This design comes from an exercise in tuning for small area on the open sky130 flow, not from production work.
Only simulation tests tie the RTL to the original design; equivalence was not proved.

## onyx
Design calc_top, start of the top module:
module calc_top (
  input  logic                       clk,
  input  logic                       rst_n,
  input  logic [calc_pkg::KEY_W-1:0] i_key,
  input  logic                       i_key_valid,
  output logic                       o_key_ready,
  input  logic                       i_signed_mode,
  output calc_pkg::data_t            o_disp_data,
  output logic                       o_disp_valid,
  input  logic                       i_disp_ready,
  output logic [3:0]                 o_op_lamps,
  output logic                       o_error
);
Size: roughly 33 I/O pins, roughly 0.0031 mm2 of cells after synthesis.
Settings: LEC_CHECK=0, ABC_AREA=1, CAP_MARGIN=20, CORE_MARGIN=2, CORE_UTILIZATION=75, SLEW_MARGIN=20; clock period 45.0 ns.
standard.sh (not shown) runs the stock make flow with config.mk's settings and CLKGATE_MAP_FILE= SYNTH_SCRIPT=/design/flow/synth_recipe.tcl, a recipe that flattens the netlist after the stock synthesis.
==> flow/flow/run.sh <==
#!/bin/bash
# Standard layout (standard.sh) with three changes:
#  - synthesis maps the logic with an area-oriented abc script (flow/abc_area.script);
#    everything else in synthesis, registers included, is the standard flow's,
#  - the smallest buffer (buf_1) on every input and output port,
#  - a clock tree of clkbuf_4 without dummy loads.
set -euo pipefail
rm -rf scripts_abc
cp -r "$FLOW_HOME/scripts" scripts_abc
cp flow/abc_area.script scripts_abc/abc_area.script
export SCRIPTS_DIR="$PWD/scripts_abc"
export BUFFER_PORTS_ARGS="-buffer_cell sky130_fd_sc_hd__buf_1"
export CTS_ARGS="-sink_clustering_enable -repair_clock_nets -dont_use_dummy_load -buf_list sky130_fd_sc_hd__clkbuf_4"
bash standard.sh > standard_flow.log 2>&1
==> flow/flow/abc_area.script <==
&get -n
&st
&dc2
&dch -f
&nf -R 1000 -p
&st
&dc2
&dch -f
&nf -R 1000 -p
&put
topo
stime -c
Modified inputs, ember compared to onyx
--- a/flow/design.v
+++ b/flow/design.v
@@ -65,28 +65,21 @@
   logic [1:0]  op;      
   logic        nega;    
   logic [15:0] x;
   logic [15:0] y;
   logic [15:0] z;
   logic        p_y, p_z, p_b, q_g, q_glo, q_inv, q_16, a_cin;
   logic [16:0] p, q, s;
   assign p[15:0] = (p_y ? y : 16'd0) | (p_z ? {z[14:0], 1'b0} : 16'd0) |
                    {15'd0, p_b};
   assign p[16]   = p_z & z[15];
-  logic q_hi1, q_lo1;
-  assign q_hi1 = q_g ^ q_inv;
-  assign q_lo1 = q_glo ^ q_inv;
-  assign q[16] = q_16;
-  for (genvar i = 0; i < 16; i++)
-  begin : g_q
-    assign q[i] = x[i] ? ((i < 4) ? q_lo1 : q_hi1) : q_inv;
-  end
+  assign q       = {q_16, ({{12{q_g}}, {4{q_glo}}} & x) ^ {16{q_inv}}};
   logic [17:0] c;
   assign c[0] = a_cin;
   for (genvar i = 0; i < 17; i++)
   begin : g_add
     assign s[i]   = p[i] ^ q[i] ^ c[i];
     assign c[i+1] = (p[i] & q[i]) | (p[i] & c[i]) | (q[i] & c[i]);
   end
   logic cnt0, cnt3, cnt15, sgn, negb, sub;
   assign cnt0  = (cnt == 4'b0000);
   assign cnt3  = cnt[2];             
Results
- The flow did not stop early for ember: all stages ran, and the layout cleared the timing, DRC and antenna checks.
- ember against onyx: final worst-path cycle share dropped 1.5 points, buffer and inverter count on the worst path climbed 1, routed wire length now sits higher.
- The multi-input combinational area share of ember exceeds that of onyx by 0.40 points.
- Diff onyx -> ember | mean instance size in the synthesized netlist | down slightly
- Summary of ember over onyx: die area increased 60 um2; area of the core increased 0.72%; synthesized area increased about 1.4%.
- Ratio of cells with drive above 1 in the final layout, ember and onyx, lower one = onyx.
- Cell area delta (ember − onyx): unfavourable

========
The RTL this note starts from:
==> flow/design.v <==
package calc_pkg;
  localparam int DATA_W  = 16;   
  localparam int DIGIT_W = 4;    
  localparam int KEY_W   = 5;    
  typedef logic [DATA_W-1:0] data_t;
  typedef enum logic [1:0] {
    OP_ADD = 2'd0,
    OP_SUB = 2'd1,
    OP_MUL = 2'd2,
    OP_DIV = 2'd3
  } op_t;
  localparam logic [DIGIT_W-1:0] KEY_NEG = 4'd4;   
  localparam logic [DIGIT_W-1:0] KEY_EQ  = 4'd5;   
  localparam logic [DIGIT_W-1:0] KEY_AC  = 4'd6;   
  typedef struct packed {
    logic               is_func;   
    logic [DIGIT_W-1:0] value;     
  } digit_key_t;
  typedef struct packed {
    logic               is_func;   
    logic [DIGIT_W-1:0] code;      
  } func_key_t;
  typedef union packed {
    digit_key_t digit;
    func_key_t  func;
  } key_code_t;
endpackage
`timescale 1ns/1ns
module calc_top (
  input  logic                       clk,
  input  logic                       rst_n,
  input  logic [calc_pkg::KEY_W-1:0] i_key,
  input  logic                       i_key_valid,
  output logic                       o_key_ready,
  input  logic                       i_signed_mode,
  output calc_pkg::data_t            o_disp_data,
  output logic                       o_disp_valid,
  input  logic                       i_disp_ready,
  output logic [3:0]                 o_op_lamps,
  output logic                       o_error
);
  localparam logic [3:0] U_IDLE = 4'd0;    
  localparam logic [3:0] U_SHOW = 4'd1;    
  localparam logic [3:0] U_CLRS = 4'd2;    
  localparam logic [3:0] U_SHL  = 4'd4;    
  localparam logic [3:0] U_CPY  = 4'd5;    
  localparam logic [3:0] U_NEG  = 4'd6;    
  localparam logic [3:0] U_DIV  = 4'd8;    
  localparam logic [3:0] U_DIG  = 4'd9;    
  localparam logic [3:0] U_ADD  = 4'd12;   
  localparam logic [3:0] U_SUB  = 4'd13;
  localparam logic [3:0] U_MUL  = 4'd14;
  localparam logic [3:0] U_DA   = 4'd15;   
  localparam logic [2:0] M_A   = 3'b000;   
  localparam logic [2:0] M_EQ  = 3'b001;   
  localparam logic [2:0] M_B0  = 3'b010;   
  localparam logic [2:0] M_B1  = 3'b011;   
  localparam logic [2:0] M_ERR = 3'b100;   
  localparam logic [2:0] M_B0M = 3'b110;   
  logic [3:0]  u;
  logic [3:0]  cnt;
  logic [2:0]  mode;
  logic        neg;     
  logic [1:0]  op;
  logic        nega;    
  logic [15:0] x;
  logic [15:0] y;
  logic [15:0] z;
  logic        p_y, p_z, p_b, q_g, q_glo, q_inv, q_16, a_cin;
  logic [16:0] p, q, s;
  assign p[15:0] = (p_y ? y : 16'd0) | (p_z ? {z[14:0], 1'b0} : 16'd0) |
                   {15'd0, p_b};
  assign p[16]   = p_z & z[15];
  assign q       = {q_16, ({{12{q_g}}, {4{q_glo}}} & x) ^ {16{q_inv}}};
  logic [17:0] c;
  assign c[0] = a_cin;
  for (genvar i = 0; i < 17; i++)
  begin : g_add
    assign s[i]   = p[i] ^ q[i] ^ c[i];
    assign c[i+1] = (p[i] & q[i]) | (p[i] & c[i]) | (q[i] & c[i]);
  end
  logic cnt0, cnt3, cnt15, sgn, negb, sub;
  assign cnt0  = (cnt == 4'b0000);
  assign cnt3  = cnt[2];             
  assign cnt15 = (cnt == 4'b1000);
  assign sgn   = i_signed_mode;
  assign negb  = sgn && x[15];
  assign sub   = cnt0 || y[0];
  always_comb
  begin
    p_y   = 1'b0;
    p_z   = 1'b0;
    p_b   = 1'b0;
    q_g   = 1'b0;
    q_glo = 1'b0;
    q_inv = 1'b0;
    q_16  = 1'b0;
    a_cin = 1'b0;
    case (u)
      U_IDLE: begin q_g = dig_keep; q_glo = dig_keep; q_inv = neg; a_cin = neg; end
      U_SHOW: begin q_g = 1'b1; q_glo = 1'b1; end
      U_DIG:  begin p_z = 1'b1; q_glo = cnt3; end
      U_SHL:  p_z = 1'b1;
      U_CPY:  p_y = 1'b1;
      U_NEG:  begin q_g = !m_b0x; q_glo = !m_b0x; q_inv = 1'b1; a_cin = 1'b1; end
      U_ADD:  begin p_y = 1'b1; q_g = 1'b1; q_glo = 1'b1; end
      U_SUB:  begin p_y = 1'b1; q_g = 1'b1; q_glo = 1'b1; q_inv = 1'b1; a_cin = 1'b1; end
      U_DA:   begin p_y = 1'b1; q_inv = 1'b1; end
      U_MUL:  begin p_z = !cnt0; q_g = y[15]; q_glo = y[15]; end
      U_DIV:
      begin
        p_z   = !cnt0;
        p_b   = y[15];
        q_g   = 1'b1;
        q_glo = 1'b1;
        q_16  = sub;
        q_inv = sub ^ negb;
        a_cin = sub ^ negb;
      end
      default: ;
    endcase
  end
  logic m_b0x;
  assign m_b0x = (mode == M_B0);
  logic dig_keep;
  assign dig_keep = !((!mode[1] && mode[0]) || (mode[1] && !mode[0]));
  logic       kf;
  logic       is_func;
  logic [3:0] code;
  logic       m_err, m_eq, m_b0, m_b1;
  logic       k_dig, k_neg, k_op, k_eq, k_ac;
  assign kf      = (u == U_IDLE) && i_key_valid;
  assign is_func = i_key[4];
  assign code    = i_key[3:0];
  assign m_err   = mode[2];
  assign m_eq    = !mode[1] && mode[0];
  assign m_b0    = mode[1] && !mode[0];
  assign m_b1    = mode[1] && mode[0];
  assign k_ac    = kf && is_func && (code == calc_pkg::KEY_AC);
  assign k_dig   = kf && !m_err && !is_func;
  assign k_neg   = kf && !m_err && is_func && (code == calc_pkg::KEY_NEG) && sgn;
  assign k_op    = kf && !m_err && is_func && (code[3:2] == 2'b00);
  assign k_eq    = kf && !m_err && is_func && (code == calc_pkg::KEY_EQ);
  logic [3:0] calc_u;
  assign calc_u = {2'b11, op};
  assign o_key_ready  = (u == U_IDLE);
  assign o_disp_valid = (u == U_SHOW);
  assign o_disp_data  = x;
  assign o_error      = mode[2] && !mode[1];
  assign o_op_lamps   = mode[1] ? (4'b0001 << op) : 4'b0000;
  always_ff @(posedge clk or negedge rst_n)
  begin
    if (!rst_n)
      u <= U_CLRS;
    else
    begin
      case (u)
        U_IDLE:
        begin
          if (k_ac)
            u <= U_CLRS;
          else if (k_dig)
            u <= U_DIG;
          else if (k_neg)
            u <= U_NEG;
          else if (k_op)
            u <= m_b1 ? calc_u : U_SHOW;
          else if (k_eq && mode[1])
            u <= calc_u;
        end
        U_SHOW:
        begin
          if (i_disp_ready)
            u <= (mode == M_B0M) ? U_SHL : ((mode == M_B0) ? U_CPY : U_IDLE);
        end
        U_CLRS: u <= U_SHOW;
        U_DIG:
        begin
          if (cnt3)
            u <= neg ? U_NEG : U_SHOW;
        end
        U_SHL:
        begin
          if (cnt15)
            u <= nega ? U_DIV : U_IDLE;
        end
        U_CPY:  u <= (mode == M_B0) ? U_IDLE : ((nega ^ negb) ? U_NEG : U_SHOW);
        U_NEG:  u <= U_SHOW;
        U_ADD:  u <= U_SHOW;
        U_SUB:  u <= U_SHOW;
        U_MUL:
        begin
          if (cnt15)
            u <= U_SHOW;
        end
        U_DA:
        begin
          if (x == 16'd0)
            u <= U_IDLE;   
          else
            u <= (sgn && y[15]) ? U_SHL : U_DIV;
        end
        U_DIV:
        begin
          if (cnt15)
            u <= U_CPY;
        end
        default: ;
      endcase
    end
  end
  always_ff @(posedge clk)
  begin
    case (u)
      U_IDLE:
      begin
        if (k_dig)
        begin
          if (m_eq)
            mode <= M_A;
          else if (m_b0)
            mode <= M_B1;
        end
        else if (k_neg)
        begin
          if (!m_eq)
            neg <= !neg;
        end
        else if (k_op)
        begin
          mode <= M_B0M;
          if (!m_b0)
            neg <= 1'b0;
        end
        else if (k_eq && mode[1])
        begin
          neg  <= 1'b0;
          mode <= M_EQ;
        end
      end
      U_CLRS:
      begin
        mode <= M_A;
        neg  <= 1'b0;
      end
      U_SHL:
      begin
        if (cnt15 && !nega)
          mode <= M_B0;
      end
      U_DA:
      begin
        if (x == 16'd0)
          mode <= M_ERR;   
      end
      default: ;
    endcase
  end
  always_ff @(posedge clk)
  begin
    if ((u == U_SHL) || (u == U_MUL) || (u == U_DIV) || (u == U_DIG))
      cnt <= {cnt[2:0], cnt[3] ^ cnt[2] ^ (cnt[2:0] == 3'b000)};
    else
      cnt <= 4'd0;
    if (k_op)
      op <= code[1:0];
    if (u == U_SHOW)
      nega <= 1'b0;
    if (u == U_DA)
    begin
      nega <= sgn && y[15];
    end
  end
  logic x_s, x_dig;
  assign x_s    = (u == U_CLRS) || (u == U_ADD) || (u == U_SUB) || (u == U_CPY) ||
                  (u == U_NEG) || (u == U_MUL && cnt15) || (u == U_DIG && cnt3);
  assign x_dig  = k_dig;
  always_ff @(posedge clk)
  begin
    z <= s[15:0];
    if (x_s)
      x[15:4] <= s[15:4];
    if (x_s || x_dig)
      x[3:0] <= x_dig ? code : s[3:0];
    if ((u == U_MUL) || (u == U_DIV) || (u == U_SHL))
      y <= {y[14:0], s[16] ^ (nega || (u == U_DIV))};
  end
endmodule
clock: 45.0 ns
lec_check: 0
abc_area: 1
cap_margin: 20
core_margin: 2
core_utilization: 60
slew_margin: 20
==> flow/flow/run.sh <==
#!/bin/bash
# Standard layout, with the smallest buffer on every input and output port.
set -euo pipefail
export BUFFER_PORTS_ARGS="-buffer_cell sky130_fd_sc_hd__buf_1"
bash standard.sh > standard_flow.log 2>&1
Then changed:
--- a/flow/design.v
+++ b/flow/design.v
@@ -62,10 +62,11 @@
   logic [2:0]  mode;
   logic        neg;     
   logic [1:0]  op;
+  logic        negq;    
   logic        nega;    
   logic [15:0] x;
   logic [15:0] y;
-  logic [15:0] z;
+  logic [16:0] z;
   logic        p_y, p_z, p_b, q_g, q_glo, q_inv, q_16, a_cin;
   logic [16:0] p, q, s;
   assign p[15:0] = (p_y ? y : 16'd0) | (p_z ? {z[14:0], 1'b0} : 16'd0) |
@@ -80,12 +81,12 @@
     assign c[i+1] = (p[i] & q[i]) | (p[i] & c[i]) | (q[i] & c[i]);
   end
   logic cnt0, cnt3, cnt15, sgn, negb, sub;
-  assign cnt0  = (cnt == 4'b0000);
-  assign cnt3  = cnt[2];             
-  assign cnt15 = (cnt == 4'b1000);
+  assign cnt0  = (cnt == 4'd0);
+  assign cnt3  = cnt[1] && cnt[0];   
+  assign cnt15 = (cnt == 4'd15);
   assign sgn   = i_signed_mode;
   assign negb  = sgn && x[15];
-  assign sub   = cnt0 || y[0];
+  assign sub   = cnt0 || !z[16];   
   always_comb
   begin
     p_y   = 1'b0;
@@ -184,7 +185,7 @@
           if (cnt15)
             u <= nega ? U_DIV : U_IDLE;
         end
-        U_CPY:  u <= (mode == M_B0) ? U_IDLE : ((nega ^ negb) ? U_NEG : U_SHOW);
+        U_CPY:  u <= (mode == M_B0) ? U_IDLE : U_NEG;
         U_NEG:  u <= U_SHOW;
         U_ADD:  u <= U_SHOW;
         U_SUB:  u <= U_SHOW;
@@ -259,25 +260,28 @@
   always_ff @(posedge clk)
   begin
     if ((u == U_SHL) || (u == U_MUL) || (u == U_DIV) || (u == U_DIG))
-      cnt <= {cnt[2:0], cnt[3] ^ cnt[2] ^ (cnt[2:0] == 3'b000)};
+      cnt <= cnt + 4'd1;
     else
       cnt <= 4'd0;
     if (k_op)
       op <= code[1:0];
+    if (kf)
+      negq <= 1'b1;
     if (u == U_SHOW)
       nega <= 1'b0;
     if (u == U_DA)
     begin
+      negq <= negb ^ (sgn && y[15]);
       nega <= sgn && y[15];
     end
   end
   logic x_s, x_dig;
   assign x_s    = (u == U_CLRS) || (u == U_ADD) || (u == U_SUB) || (u == U_CPY) ||
-                  (u == U_NEG) || (u == U_MUL && cnt15) || (u == U_DIG && cnt3);
+                  (u == U_NEG && negq) || (u == U_MUL && cnt15) || (u == U_DIG && cnt3);
   assign x_dig  = k_dig;
   always_ff @(posedge clk)
   begin
-    z <= s[15:0];
+    z <= s;
     if (x_s)
       x[15:4] <= s[15:4];
     if (x_s || x_dig)
Outcome:
- The changed run completed without violations
- sequential share of layout area went down by 0.82 points
- cell count went up by 7.4%
- synthesized cell count went up by 9.7%
- worst hold slack is better by 17 ps
- clock skew is about the same
- die area went up by 5.3%
- clock-buffer cell count went down by 1
- area after synthesis went up by 5.6%
- register-to-register slack is worse by 330 ps

[port drivers added, routing unchanged]
How much do the figures lean on ideal ports? The routed layouts below were timed once more, with nothing changed but the port constraints.
Step 1 sets driving cells, clkbuf_16 on the clock port and buf_2 on the other inputs (assumed; they add their load-dependent delay and slew).
Step 2 moves the port delays by t, midway between the first and last clock arrival at a register: inputs arrive t later, outputs are due t later. That takes back most of the time a late clock gives input paths.
Three values: no drivers, after step 1, after step 2; two values: the first two.
run	t, ns	setup slack, ns	worst hold slack (ns)	worst setup path at the end	clock arrival spread, ns
onyx	0.419	27.422 / 27.424 / 27.005	0.449 / 0.449 / 0.449	input to register	0.049 / 0.048
ember	0.428	28.078 / 28.084 / 27.656	0.469 / 0.469 / 0.469	input to register	0.024 / 0.023
the first run of note 2	0.372	28.246 / 28.249 / 27.877	0.429 / 0.429 / 0.429	input to register	0.009 / 0.010
the second run of note 2	0.371	28.161 / 28.165 / 27.793	0.445 / 0.445 / 0.445	input to register	0.008 / 0.009
After both steps setup and hold are still met in every run listed. The setup slack of ember, which loses most, moves by +0.006 ns with the drivers and by -0.422 ns with both steps.
